From an optimization exercise on the open Yosys and OpenROAD flow, aimed at small area, a short achievable clock period and few clock cycles; shortcuts taken in it are not production practice. In this exercise RTL edits were held to simulation tests only and were not proved equivalent to the original. Power figures rest on the tool's default switching activity, not on a simulated workload.

File: design/flow/config.mk
export PLATFORM = sky130hd
export DESIGN_NAME = bus_ram_responder
export DESIGN_NICKNAME = bus_ram_responder
export VERILOG_FILES = /design/flow/design.v
export SDC_FILE = /design/flow/constraint.sdc
export NUM_CORES = 4
export LEC_CHECK = 0
export CAP_MARGIN = 20
export CORE_MARGIN = 2
export CORE_UTILIZATION = 35
export SLEW_MARGIN = 20
File: design/flow/constraint.sdc
create_clock -name core_clock -period 8.0 [get_ports {clk}]
set_input_delay 1.6000 -clock core_clock [delete_from_list [all_inputs] [get_ports {clk}]]
set_output_delay 1.6000 -clock core_clock [all_outputs]
set_load 0.01 [all_outputs]
File: design/flow/run.sh
#!/bin/bash
# synth_recipe.tcl (not shown) runs the flow's synth.tcl, then flattens the netlist and writes it again
# the make line also repeats each setting of config.mk as NAME=value (left out here)
make -C /OpenROAD-flow-scripts/flow DESIGN_CONFIG=/design/flow/config.mk WORK_HOME=/design/flow/orfs CLKGATE_MAP_FILE= SYNTH_SCRIPT=/design/flow/synth_recipe.tcl finish
File: design/flow/design.v
module bus_ram_responder #(
  parameter int          DEPTH       = 64,
  parameter logic [31:0] BASE_ADDR   = 32'h1000_0000,
  parameter int          WAIT_CYCLES = 0
) (
  input  logic        clk,
  input  logic        reset,
  input  logic        busReq,
  input  logic        busWe,
  input  logic [31:0] busAddr,
  input  logic [2:0]  busFunct3,
  input  logic [31:0] busWData,
  output logic [31:0] busRData,
  output logic        busReady,
  output logic        busErr
);
  localparam int          AW        = (DEPTH > 1) ? $clog2(DEPTH) : 1;
  localparam logic [31:0] SPAN      = 32'(DEPTH * 4);
  localparam logic [3:0]  WAIT_LOAD = (WAIT_CYCLES > 0) ? 4'(WAIT_CYCLES - 1) : 4'd0;
  typedef enum logic [1:0] {IDLE, WAIT, RESP} state_t;
  state_t      state_reg, state_next;
  logic [3:0]  cnt_reg, cnt_next;
  logic        we_reg;
  logic [31:0] addr_reg;
  logic [2:0]  funct3_reg;
  logic [31:0] wdata_reg;
  logic [31:0] rdata_reg;
  logic        err_reg;
  logic [31:0] src_addr;
  logic [2:0]  src_funct3;
  logic [31:0] off;
  logic        in_range;
  logic [AW-1:0] idx;
  logic [1:0]  lane_raw;
  logic [1:0]  lane;
  logic [1:0]  size;
  logic        unsupported;
  logic        misaligned;
  logic        acc_err;
  logic [31:0] rd_word;
  logic [7:0]  byte_sel;
  logic [15:0] half_sel;
  logic [31:0] load_data;
  logic [3:0]  be;
  logic [31:0] wr_data;
  logic        wr_en;
  assign src_addr   = (state_reg == IDLE) ? busAddr   : addr_reg;
  assign src_funct3 = (state_reg == IDLE) ? busFunct3 : funct3_reg;
  assign off         = src_addr - BASE_ADDR;
  assign in_range    = (off < SPAN);
  assign idx         = off[AW+1:2];
  assign lane_raw    = off[1:0];
  assign size        = src_funct3[1:0];
  assign unsupported = (src_funct3 == 3'b011) || (src_funct3[2:1] == 2'b11);
  assign misaligned  = ((size == 2'b01) && lane_raw[0]) || (size[1] && (lane_raw != 2'b00));
  assign acc_err = !in_range;
  always_comb begin
    lane = 2'b00;
    case (size)
      2'b00:   lane = lane_raw;
      2'b01:   lane = {lane_raw[1], 1'b0};
      default: lane = 2'b00;
    endcase
  end
  genvar gi;
  generate
    for (gi = 0; gi < 4; gi++) begin : g_lane
      logic [7:0] mem [DEPTH];
      always_ff @(posedge clk) begin
        if (wr_en && be[gi]) begin
          mem[idx] <= wr_data[8*gi +: 8];
        end
      end
      assign rd_word[8*gi +: 8] = mem[idx];
    end
  endgenerate
  always_comb begin
    byte_sel = rd_word[7:0];
    case (lane)
      2'd0: byte_sel = rd_word[7:0];
      2'd1: byte_sel = rd_word[15:8];
      2'd2: byte_sel = rd_word[23:16];
      2'd3: byte_sel = rd_word[31:24];
      default: byte_sel = rd_word[7:0];
    endcase
  end
  assign half_sel = lane[1] ? rd_word[31:16] : rd_word[15:0];
  always_comb begin
    load_data = rd_word;
    case (src_funct3)
      3'b000:  load_data = {{24{byte_sel[7]}}, byte_sel};
      3'b001:  load_data = {{16{half_sel[15]}}, half_sel};
      3'b100:  load_data = {24'd0, byte_sel};
      3'b101:  load_data = {16'd0, half_sel};
      default: load_data = rd_word;
    endcase
    if (acc_err) begin
      load_data = 32'd0;
    end
  end
  always_comb begin
    be      = 4'b1111;
    wr_data = wdata_reg;
    case (size)
      2'b00: begin
        be      = 4'b0001 << lane;
        wr_data = {4{wdata_reg[7:0]}};
      end
      2'b01: begin
        be      = 4'b0011 << lane;
        wr_data = {2{wdata_reg[15:0]}};
      end
      default: begin
        be      = 4'b1111;
        wr_data = wdata_reg;
      end
    endcase
  end
  assign wr_en = (state_reg == RESP) && we_reg && !acc_err;
  always_comb begin
    state_next = state_reg;
    cnt_next   = cnt_reg;
    case (state_reg)
      IDLE: begin
        if (busReq) begin
          if (WAIT_CYCLES > 0) begin
            state_next = WAIT;
            cnt_next   = WAIT_LOAD;
          end else begin
            state_next = RESP;
          end
        end
      end
      WAIT: begin
        if (cnt_reg == 4'd0) begin
          state_next = RESP;
        end else begin
          cnt_next = cnt_reg - 4'd1;
        end
      end
      RESP:    state_next = IDLE;
      default: state_next = IDLE;
    endcase
  end
  always_ff @(posedge clk or negedge reset) begin
    if (!reset) begin
      state_reg  <= IDLE;
      cnt_reg    <= 4'd0;
      we_reg     <= 1'b0;
      addr_reg   <= 32'd0;
      funct3_reg <= 3'd0;
      wdata_reg  <= 32'd0;
      rdata_reg  <= 32'd0;
      err_reg    <= 1'b0;
    end else begin
      state_reg <= state_next;
      cnt_reg   <= cnt_next;
      if ((state_reg == IDLE) && busReq) begin
        we_reg     <= busWe;
        addr_reg   <= busAddr;
        funct3_reg <= busFunct3;
        wdata_reg  <= busWData;
      end
      if (state_next == RESP) begin
        rdata_reg <= load_data;
        err_reg   <= acc_err;
      end
    end
  end
  assign busReady = (state_reg == RESP);
  assign busRData = rdata_reg;
  assign busErr   = err_reg;
endmodule
==> summary.md, run 1 <==
| Metric | Value |
|---|---|
| Result of the run | no timing/DRC/antenna violations |
| Number of instances resized during post-cts repair | 0 |
| RSZ-0062 raised after global routing | no |
| Area overhead of the layout relative to synthesis | 16.03% |
| Flip-flop cell with the highest count after synthesis | sky130_fd_sc_hd__edfxtp_1 |
| Max-Slew Margin vs Limit | 5.900% |
| Number of synthesis warnings | 1 |
| Share of the yosys chip area belonging to registers | 76.86% |
| Final sum of negative setup slack | 0 ns |
| Worst path slowest cell | sky130_fd_sc_hd__clkdlybuf4s50_1 |
| Reg-to-reg slack, setup | 2.00 ns |
| Final hold violations | 0 |
| Clock tree from TritonCTS | done |
| Total track usage | 22.92% |
| Setup crit start kind | input pin |
| Final weighted congestion of routability-driven global placement | 0.9687 |
| Number of vias per cell | 6.061 |
| Average cell area after synthesis | 14.91 sq um |
| Cell type with the highest aggregate area in the netlist | sky130_fd_sc_hd__edfxtp_1 |
| DRC errors left | 0 |
| Htree depth | 4 |
| # Post-CTS Setup Buffers | 0 |
| Horizontal extent of the die | 492.4 um |
| Effective utilization at floorplan | 35.14% |
| Fraction of layout cells with a size suffix above 1 | 14.10% |
| Avg WL per Cell | 31.07 um |
| Hold buffers post-CTS | 0 |
| Endpoints failing setup | 0 |
| Clock network latency to the later pin of the worst-skew pair | 0.88 ns |
| Detailed-routing iteration count for the pre-antenna-repair pass | 6 |
| Number of enable flip-flop cells after synthesis | 2048 |
| Portion of the clock cycle consumed by the worst path in the final layout | 78.30% |
| Total via count in the routed design | 55.71k |
| IO Count | 105 |
| Ys async rst share | 4.965% |
| Final Worst Setup Slack | 1.736 ns |
| GRT Residual Overflow | 0 |
| Flip-flop count of the largest register after layout | 2048 |
| Count of routing violations after the opening detailed-route iteration | 9154 |
| Antenna-violating nets left | 0 |
| Peak clock frequency supported by timing | 159.7 MHz |
| Pre-CTS setup slack | 0.9794 ns |
| Maximum root-to-sink buffer count | 3 |
| MaxCap Viol Count | 0 |
| Post-Syn Instances | 5602 |
| Number of buffers and inverters on the critical path | 3 |
| Total wire length | 285.6 mm |
| Post-Synthesis Cell Area | 83500 sq um |
| Clock root cell | sky130_fd_sc_hd__clkbuf_16 |
| WP data arrival | 7.05 ns |
| Yosys top cell area share | 73.65% |
| Number of core rows | 179 |
| Die Height | 492.4 um |
| Total power divided by cell area | 268.2 nW/um^2 |
| Final design utilization | 40.77% |
| Final-layout worst hold slack | 0.4972 ns |
| Largest driver fanout on the critical path | 71 |
| Slew of the pin with the lowest slew margin | 1.406 ns |
| Pwr Total | 25.98 mW |
| Area of the die | 242500 sq um |
| Post-layout net count | 5911 |
| Number of global-route vias before repair | 52.62k |
| Setup Skew | 0.04481 ns |
| Post-synth net total | 5674 |
| Wire length of the first global-routing pass | 401.9 mm |
| Number of sinks on the clock net | 2155 |
| Standby leakage power | 30.71 nW |
| Pin count of the biggest net entering global routing | 91 |
| Slowest Stage Delay on Critical Path | 0.83 ns |
| Cts bufs inserted | 214 |
| Peak ir drop on the vdd network | 0.0002506 V |
| Data required time of the critical path | 8.79 ns |
| Sequential cell area | 64190 sq um |
| Most used cell along the critical path | sky130_fd_sc_hd__a2111oi_0 |
| Cell class contributing the biggest share of worst-path delay | compound AO/OA/AOI/OAI gates |
| Top cells by area in the synthesized netlist | sky130_fd_sc_hd__edfxtp_1 (74%), sky130_fd_sc_hd__o22ai_1 (4.2%), sky130_fd_sc_hd__dfrtp_1 (3.2%) |
| Hold crit path type | flop to flop |
| Yosys cell types | 87 |
| Slew Viols, Final | 0 |
| Critical path class | input pin to flop |
| Initial antenna violation count | 20 |
| Min cycle time layout | 6.264 ns |
| Top reg by flops | g_lane.mem |
| Type of destination of the critical path | flop |
| Detailed placement HPWL | 178.9 mm |
| Number of I/O port buffers | 104 |
| Area of the core region | 237600 sq um |
| CP cell instances | clkdlybuf4s50_1 > or3b_4 > nand2_8 > buf_12 > a211oi_1 > a2111oi_0 > o22ai_1 > a2111oi_0 > buf_4 > nor4b_2 > o221ai_1 > a221oi_2 |
| Clock-pin slew on the worst setup and hold paths | 0.06 ns |
| Filler Cell Count | 21.44k |
| Synth Register Bits | 2155 |
| Area of the multi-input gates | 17980 sq um |
per-layer routing:
layer	global-route usage, %	routed length (um)	vias up
met1	31.00	108700	28410
met4	11.12	15020	8
met2	34.37	127000	3878
met3	5.928	34860	689
li1	-	-	22730
met5	0	66	-
cell usage after synthesis, types with 6 or more instances:
| cell type | count |
|---|---|
| sky130_fd_sc_hd__o211ai_1 | 19 |
| sky130_fd_sc_hd__buf_4 | 26 |
| sky130_fd_sc_hd__buf_1 | 68 |
| sky130_fd_sc_hd__a211oi_1 | 59 |
| sky130_fd_sc_hd__inv_1 | 13 |
| sky130_fd_sc_hd__nand2_1 | 671 |
| sky130_fd_sc_hd__o22a_1 | 7 |
| sky130_fd_sc_hd__a2111oi_0 | 10 |
| sky130_fd_sc_hd__nor4_1 | 46 |
| sky130_fd_sc_hd__a221oi_1 | 11 |
| sky130_fd_sc_hd__nor2_1 | 271 |
| sky130_fd_sc_hd__o2111ai_1 | 11 |
| sky130_fd_sc_hd__or2_2 | 6 |
| sky130_fd_sc_hd__o41ai_1 | 7 |
| sky130_fd_sc_hd__a31oi_1 | 105 |
| sky130_fd_sc_hd__a21oi_1 | 110 |
| sky130_fd_sc_hd__nor3_1 | 268 |
| sky130_fd_sc_hd__o221ai_1 | 68 |
| sky130_fd_sc_hd__nand4_1 | 14 |
| sky130_fd_sc_hd__mux2_2 | 73 |
| sky130_fd_sc_hd__o31ai_1 | 18 |
| sky130_fd_sc_hd__dfrtp_1 | 107 |
| sky130_fd_sc_hd__o21ai_0 | 143 |
| sky130_fd_sc_hd__nand3_1 | 179 |
| sky130_fd_sc_hd__a32o_1 | 22 |
| sky130_fd_sc_hd__and3_1 | 61 |
| sky130_fd_sc_hd__a32oi_1 | 38 |
| sky130_fd_sc_hd__buf_2 | 143 |
| sky130_fd_sc_hd__o21ai_1 | 13 |
| sky130_fd_sc_hd__mux2i_1 | 98 |
| sky130_fd_sc_hd__a22oi_1 | 17 |
| sky130_fd_sc_hd__clkbuf_1 | 158 |
| sky130_fd_sc_hd__nand2b_1 | 9 |
| sky130_fd_sc_hd__a222oi_1 | 9 |
| sky130_fd_sc_hd__buf_6 | 9 |
| sky130_fd_sc_hd__o22ai_1 | 564 |
| sky130_fd_sc_hd__edfxtp_1 | 2048 |
cells by family (layout without fill, tap and decap cells):
| group | count (synthesis) | in the layout | synth area share, % |
|---|---|---|---|
| AOI/OAI and AO/OA | 1284 | 1284 | 10.20 |
| xor gates and xnor gates | 2 | 2 | 0.02098 |
| adders and majority gates | 1 | 1 | 0.01498 |
| buffers and inverters | 421 | 833 | 2.377 |
| DFF | 2155 | 2155 | 76.86 |
| muxes | 171 | 171 | 2.159 |
| other | 0 | 11 | 0 |
| and+or+nand+nor | 1568 | 1568 | 8.369 |
worst paths after layout:
check / start / end / cells past startpoint
worst max-delay path: busAddr[2] / rdata_reg[8]$_DFFE_PN0N_ / 12
worst min-delay path: err_reg$_DFFE_PN0N_ / err_reg$_DFFE_PN0N_ / 2
worst max register to register: state_reg[0]$_DFF_PN0_ / rdata_reg[22]$_DFFE_PN0N_ / 14
worst min register to register: err_reg$_DFFE_PN0N_ / err_reg$_DFFE_PN0N_ / 2
max in group asynchronous: reset / wdata_reg[2]$_DFFE_PN0P_ / 2
min in group asynchronous: reset / addr_reg[15]$_DFFE_PN0P_ / 1
through the flow:
| step | instances | area (sq um) |
|---|---|---|
| after floorplan | 5602 | 83500 |
| after global placement | 8787 | 89910 |
| after detailed placement | 8789 | 89980 |
| after CTS | 9180 | 96790 |
| after global routing | 9185 | 96870 |
| final | 9192 | 96890 |
worst register-to-register path, cell delays in order (launching register included):
cell and delay, ns:
sky130_fd_sc_hd__dfrtp_1 0.83, sky130_fd_sc_hd__buf_4 0.39, sky130_fd_sc_hd__nor2_2 0.10, sky130_fd_sc_hd__buf_4 0.41, sky130_fd_sc_hd__o21a_4 0.87, sky130_fd_sc_hd__buf_12 0.47, sky130_fd_sc_hd__o22ai_1 0.23, sky130_fd_sc_hd__o21ai_0 0.85
sky130_fd_sc_hd__a21oi_1 0.27, sky130_fd_sc_hd__nor4_1 0.29, sky130_fd_sc_hd__buf_4 0.22, sky130_fd_sc_hd__a211oi_1 0.10, sky130_fd_sc_hd__nand4bb_1 0.31, sky130_fd_sc_hd__o211a_2 0.28, sky130_fd_sc_hd__o31ai_1 0.30
layout by cell type (no fill, tap or decap), types with 54 or more instances in the layout:
cell type                            n
sky130_fd_sc_hd__buf_4             295
sky130_fd_sc_hd__nor2_1            256
sky130_fd_sc_hd__o22ai_1           562
sky130_fd_sc_hd__edfxtp_1         2048
sky130_fd_sc_hd__a211oi_1           59
sky130_fd_sc_hd__mux2_2             73
sky130_fd_sc_hd__dfrtp_1            99
sky130_fd_sc_hd__clkbuf_16         215
sky130_fd_sc_hd__nand2_1           644
sky130_fd_sc_hd__clkbuf_1           54
sky130_fd_sc_hd__o21ai_0           133
sky130_fd_sc_hd__and3_1             61
sky130_fd_sc_hd__nand3_1           179
sky130_fd_sc_hd__a31oi_1           104
sky130_fd_sc_hd__clkdlybuf4s50_1   103
sky130_fd_sc_hd__o221ai_1           68
sky130_fd_sc_hd__a21oi_1           110
sky130_fd_sc_hd__mux2i_1            96
sky130_fd_sc_hd__nor3_1            223
layout make-up:
cell class,count,area share [%]
Inverter,13,0.05037
Clock buffer,274,5.833
Tap cell,3167,4.090
Clock inverter,117,1.204
Sequential cell,2155,66.25
Multi-Input combinational cell,3026,18.56
Antenna cell,11,0.02841
Timing Repair Buffer,429,3.983
where the power goes:
group | internal (mW) | switching [mW]
Combinational | 0.710 | 2.40
Clock | 5.57 | 4.32
Sequential | 12.9 | 0.0849
Testbench counts, summed over its fixed seeds: cycles 64,000.
==> run 2: changes to the inputs <==
==> design/flow/design.v (replaced) <==
module bus_ram_responder #(
  parameter int          DEPTH       = 64,
  parameter logic [31:0] BASE_ADDR   = 32'h1000_0000,
  parameter int          WAIT_CYCLES = 0
) (
  input  logic        clk,
  input  logic        reset,
  input  logic        busReq,
  input  logic        busWe,
  input  logic [31:0] busAddr,
  input  logic [2:0]  busFunct3,
  input  logic [31:0] busWData,
  output logic [31:0] busRData,
  output logic        busReady,
  output logic        busErr
);
  localparam int          AW   = (DEPTH > 1) ? $clog2(DEPTH) : 1;
  localparam logic [31:0] SPAN = 32'(DEPTH * 4);
  logic [31:0]   off;
  logic          in_range;
  logic [AW-1:0] idx;
  logic [1:0]    lo;
  logic [1:0]    size;
  logic [3:0]    be;
  logic [31:0]   wr_data;
  logic          wr_en;
  logic [31:0]   rd_word;
  logic [7:0]    byte_sel;
  logic [15:0]   half_sel;
  logic [31:0]   load_data;
  assign off      = busAddr - BASE_ADDR;
  assign in_range = (off < SPAN);
  assign idx      = off[AW+1:2];
  assign lo       = off[1:0];
  assign size     = busFunct3[1:0];
  always_comb begin
    case (size)
      2'b00: begin
        be      = 4'b0001 << lo;
        wr_data = {4{busWData[7:0]}};
      end
      2'b01: begin
        be      = lo[1] ? 4'b1100 : 4'b0011;
        wr_data = {2{busWData[15:0]}};
      end
      default: begin
        be      = 4'b1111;
        wr_data = busWData;
      end
    endcase
  end
  assign wr_en = busReq && busWe && in_range;
  genvar gi;
  generate
    for (gi = 0; gi < 4; gi++) begin : g_lane
      logic [7:0] mem [DEPTH];
      always_ff @(posedge clk) begin
        if (wr_en && be[gi]) begin
          mem[idx] <= wr_data[8*gi +: 8];
        end
      end
      assign rd_word[8*gi +: 8] = mem[idx];
    end
  endgenerate
  always_comb begin
    case (lo)
      2'd0:    byte_sel = rd_word[7:0];
      2'd1:    byte_sel = rd_word[15:8];
      2'd2:    byte_sel = rd_word[23:16];
      default: byte_sel = rd_word[31:24];
    endcase
  end
  assign half_sel = lo[1] ? rd_word[31:16] : rd_word[15:0];
  always_comb begin
    case (busFunct3)
      3'b000:  load_data = {{24{byte_sel[7]}}, byte_sel};
      3'b001:  load_data = {{16{half_sel[15]}}, half_sel};
      3'b100:  load_data = {24'd0, byte_sel};
      3'b101:  load_data = {16'd0, half_sel};
      default: load_data = rd_word;
    endcase
    if (!in_range) begin
      load_data = 32'd0;
    end
  end
  assign busReady = busReq && reset;
  assign busRData = load_data;
  assign busErr   = !in_range;
endmodule
==> summary.md, run 2 <==
| Metric | Value |
|---|---|
| Clock root cell | sky130_fd_sc_hd__clkbuf_16 |
| IO Count | 105 (unchanged) |
| Number of buffers and inverters on the critical path | 5 (+2) |
| Flip-flop cell with the highest count after synthesis | sky130_fd_sc_hd__edfxtp_1 |
| Number of core rows | 173 (-3.4%) |
| Number of sinks on the clock net | 2048 (-5.0%) |
| Hold crit path type | input pin to flop |
| Max-Slew Margin vs Limit | 21.15% (+15 points) |
| Standby leakage power | 27.27 nW (-11%) |
| Registers with the most flip-flops | g_lane.mem: 2048 flops |
| Top reg by flops | g_lane.mem |
| Antenna-violating nets left | 0 (unchanged) |
| Clock tree from TritonCTS | done |
| # Post-CTS Setup Buffers | 0 (unchanged) |
| Fraction of layout cells with a size suffix above 1 | 13.85% (-0.25 points) |
| Worst path depth | 13 (+1) |
| Leading cell type in the layout, fill and taps excluded | sky130_fd_sc_hd__edfxtp_1 |
| Post-layout net count | 4769 (-19%) |
| WP data arrival | 6.17 ns (-0.88 ns) |
| Top cells by area in the synthesized netlist | sky130_fd_sc_hd__edfxtp_1 (79%), sky130_fd_sc_hd__a22oi_1 (4.6%), sky130_fd_sc_hd__mux2i_1 (1.8%) |
| Effective utilization at floorplan | 35.16% (about the same) |
| Endpoints failing setup | 0 (unchanged) |
| Setup crit start kind | input pin |
| Top cells by instance count after synthesis | sky130_fd_sc_hd__edfxtp_1 (2048), sky130_fd_sc_hd__a22oi_1 (478), sky130_fd_sc_hd__nor2_1 (307) |
| Area overhead of the layout relative to synthesis | 15.51% |
| Cts bufs inserted | 202 (-5.6%) |
| Slew Viols, Final | 0 (unchanged) |
| Yosys top cell area share | 78.75% (+5.1 points) |
| Worst path slowest cell | sky130_fd_sc_hd__or4_1 |
| Cell class contributing the biggest share of worst-path delay | compound AO/OA/AOI/OAI gates |
| MaxCap Viol Count | 0 (unchanged) |
| Flip-flop count of the largest register after layout | 2048 (unchanged) |
| Total power divided by cell area | 250.3 nW/um^2 (-6.7%) |
| Portion of the clock cycle consumed by the worst path in the final layout | 97.11% (+19 points) |
| Largest driver fanout on the critical path | 39 (-45%) |
| RSZ-0062 raised after global routing | no |
| Synth Register Bits | 2048 (-5.0%) |
| Result of the run | no timing/DRC/antenna violations |
| Pin count of the biggest net entering global routing | 68 (-25%) |
| Slew of the pin with the lowest slew margin | 1.183 ns (-0.2235 ns) |
| Count of routing violations after the opening detailed-route iteration | 8283 (-9.5%) |
| CP cell instances | buf_6 > buf_4 > nor3_4 > buf_12 > buf_4 > a22o_1 > o31ai_1 > o221ai_1 > or4_1 > o31a_1 > a32oi_2 > o22ai_1 > clkdlybuf4s50_1 |
| Detailed-routing iteration count for the pre-antenna-repair pass | 6 (unchanged) |
| Yosys cell types | 76 (-13%) |
| DRC errors left | 0 (unchanged) |
| Maximum root-to-sink buffer count | 3 (unchanged) |
| Post-Synthesis Cell Area | 78090 sq um (-6.5%) |
| Share of the yosys chip area belonging to registers | 78.75% (+1.9 points) |
| Number of instances resized during post-cts repair | 0 (unchanged) |
| Horizontal extent of the die | 476.4 um (-3.3%) |
| Number of global-route vias before repair | 44.64k (-15%) |
| Average cell area after synthesis | 17.43 sq um (+17%) |
| Commonest cells after routing, fill and taps aside | sky130_fd_sc_hd__edfxtp_1 (2048), sky130_fd_sc_hd__a22oi_1 (478), sky130_fd_sc_hd__nor2_1 (295) |
| GRT Residual Overflow | 0 (unchanged) |
| Final weighted congestion of routability-driven global placement | 0.9444 (-2.5%) |
| Number of I/O port buffers | 104 (unchanged) |
| Final hold violations | 0 (unchanged) |
| Area of the die | 226900 sq um (-6.4%) |
| Clock-pin slew on the worst setup and hold paths | 0.06 ns (about the same) |
| Final design utilization | 40.62% (-0.16 points) |
| Critical path endpoint | busRData[31] |
| Wire length of the first global-routing pass | 365.7 mm (-9.0%) |
| Htree depth | 4 (unchanged) |
| Final sum of negative setup slack | 0 ns (unchanged) |
| Slowest Stage Delay on Critical Path | 0.62 ns (-0.21 ns) |
| Data required time of the critical path | 6.40 ns (-2.39 ns) |
| Avg WL per Cell | 34.17 um (+9.9%) |
| Total track usage | 22.77% (-0.15 points) |
| Hold buffers post-CTS | 0 (unchanged) |
| Critical path class | input pin to output port |
| Post-synth net total | 4552 (-20%) |
| Total via count in the routed design | 47.59k (-15%) |
| Total wire length | 268.1 mm (-6.2%) |
| Most frequent cell after synthesis | sky130_fd_sc_hd__edfxtp_1 |
| Initial antenna violation count | 12 (-40%) |
| Number of vias per cell | 6.065 (about the same) |
| Min cycle time layout | 7.769 ns (+1.506 ns) |
| Area of the core region | 222100 sq um (-6.5%) |
| Cell type with the highest aggregate area in the netlist | sky130_fd_sc_hd__edfxtp_1 |
| Ys async rst share | 0% (-5.0 points) |
| Number of synthesis warnings | 1 (unchanged) |
| Post-Syn Instances | 4481 (-20%) |
| Detailed placement HPWL | 170.4 mm (-4.7%) |
| Peak clock frequency supported by timing | 128.7 MHz (-19%) |
| Number of enable flip-flop cells after synthesis | 2048 (unchanged) |
| Die Height | 476.4 um (-3.3%) |
| Type of destination of the critical path | output port |
| Peak ir drop on the vdd network | 0.0002298 V (-8.3%) |
| Startpoint of the worst setup timing path | busAddr[3] |
| Most used cell along the critical path | sky130_fd_sc_hd__buf_4 |
[run 2: kinds of logic (layout without fill, tap and decap cells)]
logic type	after synthesis	in the layout	share of synthesized area, %
compound gates	1154	1154	11.21
simple gates	717	717	4.579
mux	221	221	3.384
flops	2048	2048	78.75
buf+inv	341	726	2.069
other cells	0	5	0
[run 2: through the flow]
step / power [mW] / std cells / hold slack [ns] / area, sq um / setup slack, ns
after floorplan: 12.69 / 4481 / 1.699 / 78090 / 2.302
after global placement: 13.32 / 7466 / 2.076 / 83630 / 0.4567
after detailed placement: 13.34 / 7468 / 2.078 / 83670 / 0.4543
after CTS: 22.57 / 7840 / 1.185 / 90160 / 0.4516
after global routing: 23.04 / 7842 / 1.198 / 90190 / 0.2873
final: 22.58 / 7846 / 1.236 / 90200 / 0.2308
[run 2: worst min-delay path by stage]
stage                      from  slack (ns)                             to  depth (start not counted)
floorplan           busWData[0]        1.70  g_lane[0].mem[0][0]$_DFFE_PP_                          0
global placement    busWData[4]        2.08  g_lane[0].mem[3][4]$_DFFE_PP_                          1
detailed placement  busWData[4]        2.08  g_lane[0].mem[3][4]$_DFFE_PP_                          1
CTS                 busWData[4]        1.18  g_lane[0].mem[3][4]$_DFFE_PP_                          1
global route        busWData[4]        1.20  g_lane[0].mem[3][4]$_DFFE_PP_                          1
finish              busWData[4]        1.24  g_lane[0].mem[3][4]$_DFFE_PP_                          1
[run 2: area by class of cell]
class / instances / area (sq um)
inverter: 17 / 63.81
antenna: 5 / 12.51
multi-input combinational: 2092 / 15210
fill: 19910 / 131900
clock inverter: 119 / 1247
tap: 2975 / 3722
sequential: 2048 / 61500
timing repair buffer: 337 / 3197
clock buffer: 253 / 5246
[run 2: power by group]
group          switching, mW  internal [mW]
clock network           4.15           5.28
registers      0.00000000122           11.9
logic                  0.932          0.339
[run 2: layer usage]
layer  vias up  wire length (um)  GRT usage [%]
met3       638             31500          6.186
li1      19010                 -              -
met2      3312            118400          33.83
met1     24620            100600          30.08
met4         4             17540          13.01
met5         -                27              0
Testbench counts of run 2, summed over its fixed seeds: cycles 32,000.

afterwards: timing with drivers on the ports:
Ports are ideal in the flow. The routed layouts listed here were re-timed in OpenROAD.
Step 1 sets driving cells, clkbuf_16 on the clock port and buf_2 on the other inputs (assumed; they add their load-dependent delay and slew).
Step 2, shift: input delay + t, output delay - t, t = (earliest + latest rising clock arrival at the registers) / 2. This alone moves slack from input paths to output paths.
Three values: no drivers, after step 1, after step 2; two values: the first two.
run | shift t [ns] | setup WS [ns] | latest minus earliest clock arrival (ns) | worst register clock-pin slew, ns | pins driven straight from the clock port
run 1 | 0.962 | 1.736 / 1.694 / 0.733 | 0.048 / 0.049 | 0.07 / 0.07 | 1
run 2 | 0.926 | 0.231 / 0.139 / 0.139 | 0.066 / 0.066 | 0.07 / 0.07 | 1
After both steps setup and hold are still met in every run listed. The setup slack of run 1, which loses most, moves by -0.042 ns with the drivers and by -1.003 ns with both steps.
